Context: an optimization exercise on an open-source flow, tuned for small area and a short achievable clock period. The choices shown serve that exercise and are no tape-out recipe.
Function was checked by simulation only, so behaviour that the tests miss may differ from the original.
Power is estimated from default activity; no workload was simulated.

## flow/design.v (module list and top-level ports; edited modules follow where they fit)
// module booth_mul32: 3557 lines
// module bm_fa: 4 lines
// module bm_ha: 4 lines
module booth_mul32
(
  input  logic        i_clkp,
  input  logic        i_reset,
  input  logic [31:0] i_multa,
  input  logic [31:0] i_multb,
  output logic [63:0] o_product
);
  // ...
==> flow/run.sh <==
#!/bin/bash
# synth_recipe.tcl (not shown) runs the flow's synth.tcl, then flattens the netlist and writes it again
# the make line also repeats each setting of config.mk as NAME=value (left out here)
make -C /OpenROAD-flow-scripts/flow DESIGN_CONFIG=/design/flow/config.mk WORK_HOME=/design/flow/orfs CLKGATE_MAP_FILE= SYNTH_SCRIPT=/design/flow/synth_recipe.tcl finish
==> flow/config.mk <==
export PLATFORM = sky130hd
export DESIGN_NAME = booth_mul32
export DESIGN_NICKNAME = booth_mul32
export VERILOG_FILES = /design/flow/design.v
export SDC_FILE = /design/flow/constraint.sdc
export NUM_CORES = 4
export LEC_CHECK = 0
export ABC_AREA = 1
export CAP_MARGIN = 60
export CORE_MARGIN = 2
export CORE_UTILIZATION = 40
export SETUP_SLACK_MARGIN = 3.0
export SLEW_MARGIN = 60
export SYNTH_HIERARCHICAL = 1
==> flow/constraint.sdc <==
create_clock -name core_clock -period 6.5 [get_ports {i_clkp}]
set_input_delay 1.3000 -clock core_clock [delete_from_list [all_inputs] [get_ports {i_clkp}]]
set_output_delay 1.3000 -clock core_clock [all_outputs]
set_load 0.01 [all_outputs]
==> reports/qor.csv, run 1 <==
stage,metric,value,unit
outcome,status,no timing/DRC/antenna violations,
synth,complex-gate fraction of the synthesized area,20.8,%
floorplanning,full die area,76700,sq um
timing,final setup fails,0,
synth,Synth area leader,dfxtp_1,
cells_and_area,nonclk buf count,178,
clocking,clk buf depth,3,
critical_path,critical path capture point type,register,
placement,DP Cell Count,4090,
global_route,Total GRT Usage,28.8,%
critical_path,cell count along the critical path,9,
timing,Final period util,53.5,%
timing,post-layout min period,3.48,ns
synth,Post-Synth Simple-Gate Area,7.93,%
cells_and_area,comb_multi_in,2340,
floorplanning,I/O pin cnt,130,
critical_path,"Arr. time, crit path",3.92,ns
synth,"EDFF count, synth",0,
synth,post-synth top area share,23.6,%
pwr,internal power,9660,uW
global_route,global-route wire length before repair,169000,um
cells_and_area,multi-input logic area,20300,sq um
clocking,H-Tree Level Count,2,
critical_path,slowest cell delay on critical path,0.50,ns
synth,Synth Area per Inst,8.95,sq um
cells_and_area,clk tree area frac,4.07,%
clocking,Post-CTS Setup Repair Bufs,0,
pwr,Seq pwr share,18.9,%
min_path,hold-critical path depth,2,
critical_path,"CP delay by family, top",adder cells,
cells_and_area,most frequent cells in the layout,"xor2_1, o22ai_1, a221oi_1",
synth,register area share after synthesis,23.6,%
timing,Setup Skew,0.0372,ns
cells_and_area,Finished Layout Cells,4165,
==> run 2: changes to the inputs <==
==> flow/flow/run.sh (new file) <==
#!/bin/bash
# Layout flow: the standard layout (standard.sh, unchanged synthesis and
# steps), with the port buffers that global placement inserts made plain
# buf_2 cells instead of the default delay buffer. All of make's output goes
# to flow_make.log in this folder; ORFS keeps each step's log under orfs/logs.
set -euo pipefail
bash standard.sh "BUFFER_PORTS_ARGS=-buffer_cell sky130_fd_sc_hd__buf_2" finish > flow_make.log 2>&1
==> flow/standard.sh (new file) <==
#!/bin/bash
# synth_recipe.tcl (not shown) runs the flow's synth.tcl, then flattens the netlist and writes it again
# the make line also repeats each setting of config.mk as NAME=value (left out here)
make -C /OpenROAD-flow-scripts/flow DESIGN_CONFIG=/design/flow/config.mk WORK_HOME=/design/flow/orfs CLKGATE_MAP_FILE= SYNTH_SCRIPT=/design/flow/synth_recipe.tcl "${@:-finish}"
removed: flow/run.sh
==> run 2 against run 1 <==
- still clean on timing, DRC and antenna
- sequential power up 1%
- sequential share of layout area up 0.31 points
- sequential cell count unchanged
- critical path type unchanged
- critical endpoint is now r2_c44_1
==> reports/qor.csv, run 2 <==
stage,metric,value,unit,change
global_route,initial antenna violation count,1,,unchanged
critical_path,R2R Setup Slk,3.02,ns,about the same
synth,Synth area leader,dfxtp_1,,unchanged
synth,syn nets,3841,,unchanged
timing,final hold vios,0,,unchanged
outcome,status,no timing/DRC/antenna violations,,unchanged
pwr,Worst VDD drop,0.000529,V,was 0.000564 V
clocking,Clock transition at path regs,0.06,ns,about the same
synth,post-synth cell types,41,,unchanged
cells_and_area,final layout net count,3696,,"was 3,679"
critical_path,r2r worst-path depth,8,,was 9
floorplanning,Initial Util,40.2,%,unchanged
critical_path,data required time at the worst endpoint,6.95,ns,was 6.94 ns
route,vias per cell,6.51,,was 6.42
synth,"Async S/R FF share, synth",0,%,unchanged
critical_path,CP max FO,14,,was 26
global_route,Total GRT Usage,30.1,%,was 28.8%
synth,post-synth top area share,23.6,%,unchanged
global_route,number of global-route vias before repair,27200,,"was 27,100"
synth,Mapped Area,29800,sq um,unchanged
timing,Slew Limit Fails,0,,unchanged
critical_path,critical path capture point type,register,,unchanged
synth,"EDFF count, synth",0,,unchanged
job,Max-Cap Viols,0,,unchanged
floorplanning,CORE AREA,74100,sq um,unchanged
route,Remaining DRCs,0,,unchanged
pwr,Power Density,612,nW/um^2,was 600 nW/um^2
timing,post-layout min period,3.48,ns,about the same
synth,cells after synthesis,3330,,unchanged
synth,Post-synth top cells,"xor2_1, dfxtp_1, o22ai_1",,unchanged
placement,DP Wirelength,78000,um,"was 76,600 um"
cells_and_area,Area Overhead vs Synth,8.42,%,was 9.75%
synth,register area share after synthesis,23.6,%,unchanged
critical_path,Setup CP Type,register to register,,unchanged
clocking,clock tree from TritonCTS,built,,unchanged
floorplanning,I/O pin cnt,130,,unchanged
critical_path,reg2reg end,r2_c44_1,,was r2_c47_1
synth,Post-synth top flop,dfxtp_1,,unchanged
floorplanning,die width,277,um,unchanged
min_path,hold endpoint,r2_v,,unchanged
timing,Setup Skew,0.0246,ns,was 0.0372 ns
timing,final setup fails,0,,unchanged
timing,Final period util,53.6,%,was 53.5%
critical_path,Worst Setup Start Kind,register,,unchanged
global_route,largest net degree at the start of global routing,43,,was 39
route,routed wire length,116000,um,"was 111,000 um"
placement,Port Buffers,129,,unchanged
critical_path,r2r startpoint,r1_a18,,was r1_a29
clocking,worst skew pair latency,0.59,ns,was 0.58 ns
timing,Worst-Margin Slew,0.662,ns,was 0.646 ns
clocking,root buffer cell,clkbuf_16,,unchanged
cells_and_area,most frequent cells in the layout,"xor2_1, o22ai_1, a221oi_1",,unchanged
min_path,hold-critical path depth,2,,unchanged
synth,Yosys Warn Count,7,,unchanged
cells_and_area,"commonest non-fill, non-tap cell in the layout",xor2_1,,unchanged
timing,relative slew slack,55.8,%,was 56.9%
timing,TNS Setup,0,ns,unchanged
route,DRT iter0 DRCs,4292,,"was 3,793"
min_path,Hold WC Path Type,register to register,,unchanged
synth,Synth Area per Inst,8.95,sq um,unchanged
clocking,clk buf depth,3,,unchanged
critical_path,"Arr. time, crit path",3.93,ns,was 3.92 ns
synth,"FF+latch count, synth",352,,unchanged
route,vias post-DR,27200,,"was 26,700"
min_path,hold_sp,r1_v,,unchanged
placement,Placer Congestion,1.01,,about the same
cells_and_area,fin util,43.6,%,was 44.2%
floorplanning,full die area,76700,sq um,unchanged
global_route,global-route wire length before repair,174000,um,"was 169,000 um"
synth,main area contributors after synthesis,"dfxtp_1, fa_1, xor2_1",,unchanged
synth,most common cell in the netlist,xor2_1,,unchanged
floorplanning,die height,277,um,unchanged
route,Routed Antenna Nets,0,,unchanged
cells_and_area,ant diodes,0,,was 1
floorplanning,FP Rows,100,,unchanged
clocking,cts bufs inserted,42,,was 40
cells_and_area,fraction of layout instances using a drive strength above 1,13.5,%,was 8.45%
clocking,TritonCTS Sinks,352,,unchanged
timing,maximum clock frequency,0.287,GHz,about the same
route,per-cell routed wire length,27.8,um,was 26.7 um
global_route,Congestion Overflow GR,0,,unchanged
clocking,H-Tree Level Count,2,,unchanged
placement,Area after DPL,30500,sq um,"was 31,100 sq um"
pwr,Leakage,0.0134,uW,was 0.0132 uW
cells_and_area,final instance area,32300,sq um,"was 32,700 sq um"
timing,RSZ-0062 raised after global routing,no,,was yes
route,Initial DRT Pass Iterations,14,,was 16
[run 2: area by class of cell]
class | count | area, sq um
Multi-Input combinational cell | 2340 | 20400
Fill cell | 7309 | 41800
Clock buffer | 55 | 1170
Tap cell | 969 | 1210
Clock inverter | 17 | 156
Sequential cell | 352 | 7160
Timing Repair Buffer | 193 | 1160
Inverter | 256 | 1020
[run 2: cell families after synthesis]
kind of cell             share of synthesized area, %
AO/OA/AOI/OAI                                    20.8
buffers and inverters                            8.95
AND/OR/NAND/NOR                                  7.93
adder cells (fa/ha/maj)                          26.1
XOR/XNOR                                         12.5
flip-flops                                       23.6
multiplexers                                   0.0378
[run 2: worst max-delay path by stage]
stage | startpoint | end | slack [ns] | cells after the start
finish | r1_a18 | r2_c44_1 | 3.02 | 8
global route | r2_c40_0 | r3_p61 | 2.99 | 16
CTS | r2_c28_0 | r3_p61 | 3.00 | 15
detailed placement | r1_s2_3 | r2_c42_1 | 2.90 | 9
global placement | r2_c25_0 | r3_p28 | 1.52 | 10
floorplan | i_multa[0] | r1_t29 | 3.48 | 9
[run 2: worst max-delay path, stage by stage (launching register included)]
cell	delay, ns
dfxtp_2	0.68
clkinvlp_4	0.40
buf_4	0.30
o22ai_1	0.17
a221oi_1	0.08
xor2_1	0.19
fa_1	0.40
fa_1	0.57
fa_1	0.52
[run 2: power breakdown]
part | internal (uW) | switching, uW | total [uW]
combinational | 5290 | 8470 | 13800
clock | 1320 | 962 | 2280
sequential | 3020 | 731 | 3750
[run 2: modules after synthesis (local to each module, per instance)]
module	area [sq um]	times used
bm_fa	20.0	282
booth_mul32	23400	1
bm_ha	12.5	58
[run 2: routing by layer]
layer  part of all wire, %  track usage, %  vias up
li1                      -               -    11300
met1                    36            36.0    13000
met2                    41            44.1     2207
met3                    14            13.6      710
met4                   8.4            17.9        4
met5                 0.089            1.69        -
[run 2: stage by stage]
step | hold WS (ns) | setup slack [ns] | power, uW | std cells
floorplan | 0.388 | 3.48 | 13200 | 3330
global placement | 0.391 | 1.52 | 16600 | 4086
detailed placement | 0.398 | 2.90 | 16900 | 4095
CTS | 0.403 | 3.00 | 19300 | 4167
global route | 0.430 | 2.99 | 21900 | 4182
finish | 0.405 | 3.02 | 19800 | 4182
[run 2: repair_timing]
action,CTS,global route
endpoints found under the hold margin,0,0
gates resized for setup,3,28
setup buffers,0,4
pin swaps,0,3
endpoints found under the setup margin,6,32
hold buffers,0,0
==> run 3: changes to the inputs <==
--- a/flow/config.mk
+++ b/flow/config.mk
@@ -9,6 +9,6 @@
 export CAP_MARGIN = 60
 export CORE_MARGIN = 2
 export CORE_UTILIZATION = 40
-export SETUP_SLACK_MARGIN = 3.0
+export SETUP_SLACK_MARGIN = 3.3
 export SLEW_MARGIN = 60
 export SYNTH_HIERARCHICAL = 1
==> run 3 against run 2 <==
- still clean on timing, DRC and antenna
- clock skew increased by 0.0018 ns
- die area unchanged
- hold slack about the same
- cell count increased by 0.72%
==> reports/qor.csv, run 3 <==
stage,metric,value,unit,change
synth,main combinational cell family by area after synthesis,adder cells,,unchanged
route,vias post-DR,27300,,"was 27,200"
floorplanning,Initial Util,40.2,%,unchanged
global_route,largest net degree at the start of global routing,43,,unchanged
timing,TNS Setup,0,ns,unchanged
clocking,clk buf depth,3,,unchanged
synth,XOR/XNOR share of the synthesized area,12.5,%,unchanged
synth,"FF+latch count, synth",352,,unchanged
cells_and_area,"commonest non-fill, non-tap cell in the layout",xor2_1,,unchanged
cells_and_area,Area Overhead vs Synth,11.9,%,was 8.42%
critical_path,critical path's slowest cell,fa_1,,was dfxtp_2
floorplanning,full die area,76700,sq um,unchanged
cells_and_area,fraction of layout instances using a drive strength above 1,16.8,%,was 13.5%
synth,post-synth top area share,23.6,%,unchanged
synth,register area share after synthesis,23.6,%,unchanged
critical_path,critical path capture point type,register,,unchanged
synth,Mapped Area,29800,sq um,unchanged
route,routed wire length,117000,um,"was 116,000 um"
outcome,status,no timing/DRC/antenna violations,,unchanged
critical_path,Setup CP Type,register to register,,unchanged
critical_path,CP max FO,22,,was 14
clocking,CTS hold repair buffers,0,,unchanged
global_route,number of global-route vias before repair,27200,,about the same
route,Routed Antenna Nets,0,,unchanged
timing,hold slack final,0.405,ns,about the same
route,Initial DRT Pass Iterations,15,,was 14
cells_and_area,final instance area,33300,sq um,"was 32,300 sq um"
placement,Port Buffers,129,,unchanged
route,per-cell routed wire length,27.9,um,was 27.8 um
cells_and_area,final layout net count,3725,,"was 3,696"
pwr,Worst VDD drop,0.000603,V,was 0.000529 V
placement,Area after DPL,30500,sq um,unchanged
job,Max-Cap Viols,0,,unchanged
global_route,initial antenna violation count,3,,was 1
timing,Setup Skew,0.0264,ns,was 0.0246 ns
critical_path,crit path buf inv count,1,,was 2
synth,syn nets,3841,,unchanged
cells_and_area,fillers,7199,,"was 7,309"
global_route,Congestion Overflow GR,0,,unchanged
placement,Placer Congestion,1.01,,unchanged
critical_path,CP Cell Sequence,inv_6 -> o22ai_1 -> a221oi_1 -> xor2_1 -> fa_1 -> fa_1 -> fa_1,,was clkinvlp_4 -> buf_4 -> o22ai_1 -> a221oi_1 -> xor2_1 -> fa_1 -> fa_1 -> fa_1
synth,mux contribution to synthesized area,0.0378,%,unchanged
global_route,global-route wire length before repair,176000,um,"was 174,000 um"
placement,pre-CTS setup slack,2.90,ns,unchanged
clocking,root buffer cell,clkbuf_16,,unchanged
clocking,clock tree from TritonCTS,built,,unchanged
min_path,Hold WC Path Type,register to register,,unchanged
critical_path,data required time at the worst endpoint,6.95,ns,about the same
timing,final setup fails,0,,unchanged
cells_and_area,most frequent cells in the layout,"xor2_1, o22ai_1, fa_1",,"was xor2_1, o22ai_1, a221oi_1"
synth,Post-synth top flop,dfxtp_1,,unchanged
pwr,Leakage,0.0138,uW,was 0.0134 uW
route,Remaining DRCs,0,,unchanged
placement,DP Wirelength,78000,um,unchanged
floorplanning,FP Rows,100,,unchanged
synth,Post-synth top cells,"xor2_1, dfxtp_1, o22ai_1",,unchanged
clocking,Clock transition at path regs,0.06,ns,about the same
route,vias per cell,6.48,,was 6.51
timing,post-layout min period,3.26,ns,was 3.48 ns
synth,Post-Synth Simple-Gate Area,7.93,%,unchanged
timing,maximum clock frequency,0.307,GHz,was 0.287 GHz
synth,"Async S/R FF share, synth",0,%,unchanged
synth,Yosys Warn Count,7,,unchanged
global_route,Total GRT Usage,30.3,%,was 30.1%
pwr,Power Density,669,nW/um^2,was 612 nW/um^2
critical_path,slowest cell delay on critical path,0.53,ns,was 0.68 ns
timing,RSZ-0062 raised after global routing,yes,,was no
synth,main area contributors after synthesis,"dfxtp_1, fa_1, xor2_1",,unchanged
timing,Slew Limit Fails,0,,unchanged
floorplanning,die height,277,um,unchanged
synth,post-synth cell types,41,,unchanged
timing,worst setup margin,3.24,ns,was 3.02 ns
critical_path,"CP delay by family, top",adder cells,,unchanged
synth,"EDFF count, synth",0,,unchanged
clocking,TritonCTS Sinks,352,,unchanged
clocking,H-Tree Level Count,2,,unchanged
synth,Synth Area per Inst,8.95,sq um,unchanged
floorplanning,die width,277,um,unchanged
critical_path,"Arr. time, crit path",3.71,ns,was 3.93 ns
clocking,worst skew pair latency,0.59,ns,about the same
floorplanning,I/O pin cnt,130,,unchanged
synth,most common cell in the netlist,xor2_1,,unchanged
synth,post-synthesis adder-cell area fraction,26.1,%,unchanged
route,DRT iter0 DRCs,4135,,"was 4,292"
timing,relative slew slack,54.7,%,was 55.8%
timing,final hold vios,0,,unchanged
synth,cells after synthesis,3330,,unchanged
synth,Synth area leader,dfxtp_1,,unchanged
floorplanning,CORE AREA,74100,sq um,unchanged
timing,Worst-Margin Slew,0.679,ns,was 0.662 ns
critical_path,cell repeated most along the worst path,fa_1,,unchanged
clocking,cts bufs inserted,42,,unchanged
critical_path,Worst Setup Start Kind,register,,unchanged
synth,complex-gate fraction of the synthesized area,20.8,%,unchanged
timing,Final period util,50.1,%,was 53.6%
[run 3: cell types whose count changed in the layout (fill, tap and decap cells not counted), sizes merged]
cell,previous run,this run
dlymetal6s2s,7,6
diode,0,1
buf,183,213
nand2,291,293
clkbuf,58,56
[run 3: kinds of logic after synthesis]
kind of cell,Yosys count
AOI/OAI and AO/OA,900
buffers and inverters,638
and+or+nand+nor,568
adders and majority gates,445
xor gates and xnor gates,426
DFF,352
muxes,1
[run 3: repair_timing]
item,in CTS,in global routing
pin swaps,7,27
setup buffers,8,27
resized for setup,68,160
endpoints found under the setup margin,85,94
hold endpoints to repair,0,0
cloned,1,1
[run 3: worst paths after layout]
check,start,end,slack (ns),cells past startpoint
worst max-delay path,r1_a8,r2_c31_1,3.24,7
worst min-delay path,r1_v,r2_v,0.41,2
worst max register to register,r1_a8,r2_c31_1,3.24,7
worst min register to register,r1_v,r2_v,0.41,2
[run 3: layer usage]
layer	up-vias	GRT usage (%)	share of wire, %
met2	2187	44.0	41
li1	11400	-	-
met4	6	18.1	8.1
met5	-	1.63	0.087
met3	740	13.8	14
met1	13000	36.5	36
[run 3: power breakdown]
part / internal, uW / switching [uW] / leakage (uW) / total (uW)
registers: 3020 / 749 / 0.00295 / 3770
clock network: 1320 / 965 / 0.000650 / 2280
logic: 6620 / 9630 / 0.0102 / 16200
total: 11000 / 11300 / 0.0138 / 22300
[run 3: cell type report]
| cell class | count | area [sq um] | area share (%) |
|---|---|---|---|
| inverter | 256 | 1100 | 3.31 |
| timing repair buffer | 220 | 1500 | 4.50 |
| sequential | 352 | 7170 | 21.5 |
| clock inverter | 17 | 156 | 0.469 |
| antenna | 1 | 2.50 | 0.00750 |
| clock buffer | 55 | 1170 | 3.51 |
| multi-input combinational | 2342 | 21000 | 63.1 |
| tap | 969 | 1210 | 3.64 |
[run 3: through the flow]
| step | power, uW | utilization [%] | cells |
|---|---|---|---|
| floorplan | 13200 | - | 3330 |
| global placement | 16600 | 40.9 | 4086 |
| detailed placement | 16900 | 41.2 | 4095 |
| CTS | 20100 | 43.5 | 4176 |
| global route | 24400 | 45.0 | 4212 |
| finish | 22300 | 45.0 | 4212 |
[run 3: per-module statistics from Yosys, one instance, submodules excluded]
module,cells inside,flip-flops and latches,area [sq um],copies in the design
bm_fa,1,0,20.0,282
bm_ha,1,0,12.5,58
booth_mul32,2990,352,23400,1
[run 3: worst register-to-register path, stage by stage (launching register included)]
cell and delay (ns):
dfxtp_2 0.47, inv_6 0.28, o22ai_1 0.12, a221oi_1 0.39
xor2_1 0.48, fa_1 0.53, fa_1 0.40, fa_1 0.45

==> what the ideal ports hide <==
How much do the figures lean on ideal ports? The routed layouts below were timed once more, with nothing changed but the port constraints. Step 1 assumes that a clkbuf_16 drives the clock port and a buf_2 every other input. Step 2 also shifts input and output timing later by t, the mid clock arrival at the registers, as if the neighbouring blocks saw the same clock. a / b / c = ideal / step 1 / step 2; a / b = the first two.
run	shift t [ns]	setup WS [ns]	worst setup path after step 2	slew at the worst register clock pin (ns)	worst data-port slew with drivers (ns)
run 1	0.631	3.021 / 3.021 / 2.611	input to register	0.07 / 0.07	0.05
run 2	0.643	3.019 / 3.019 / 2.934	input to register	0.07 / 0.07	0.04
run 3	0.640	3.241 / 3.241 / 2.941	input to register	0.07 / 0.07	0.04
After both steps every run listed still meets setup and hold. For run 1, which loses most, drivers alone change the setup slack by 0.000 ns; drivers and shift together by -0.410 ns.
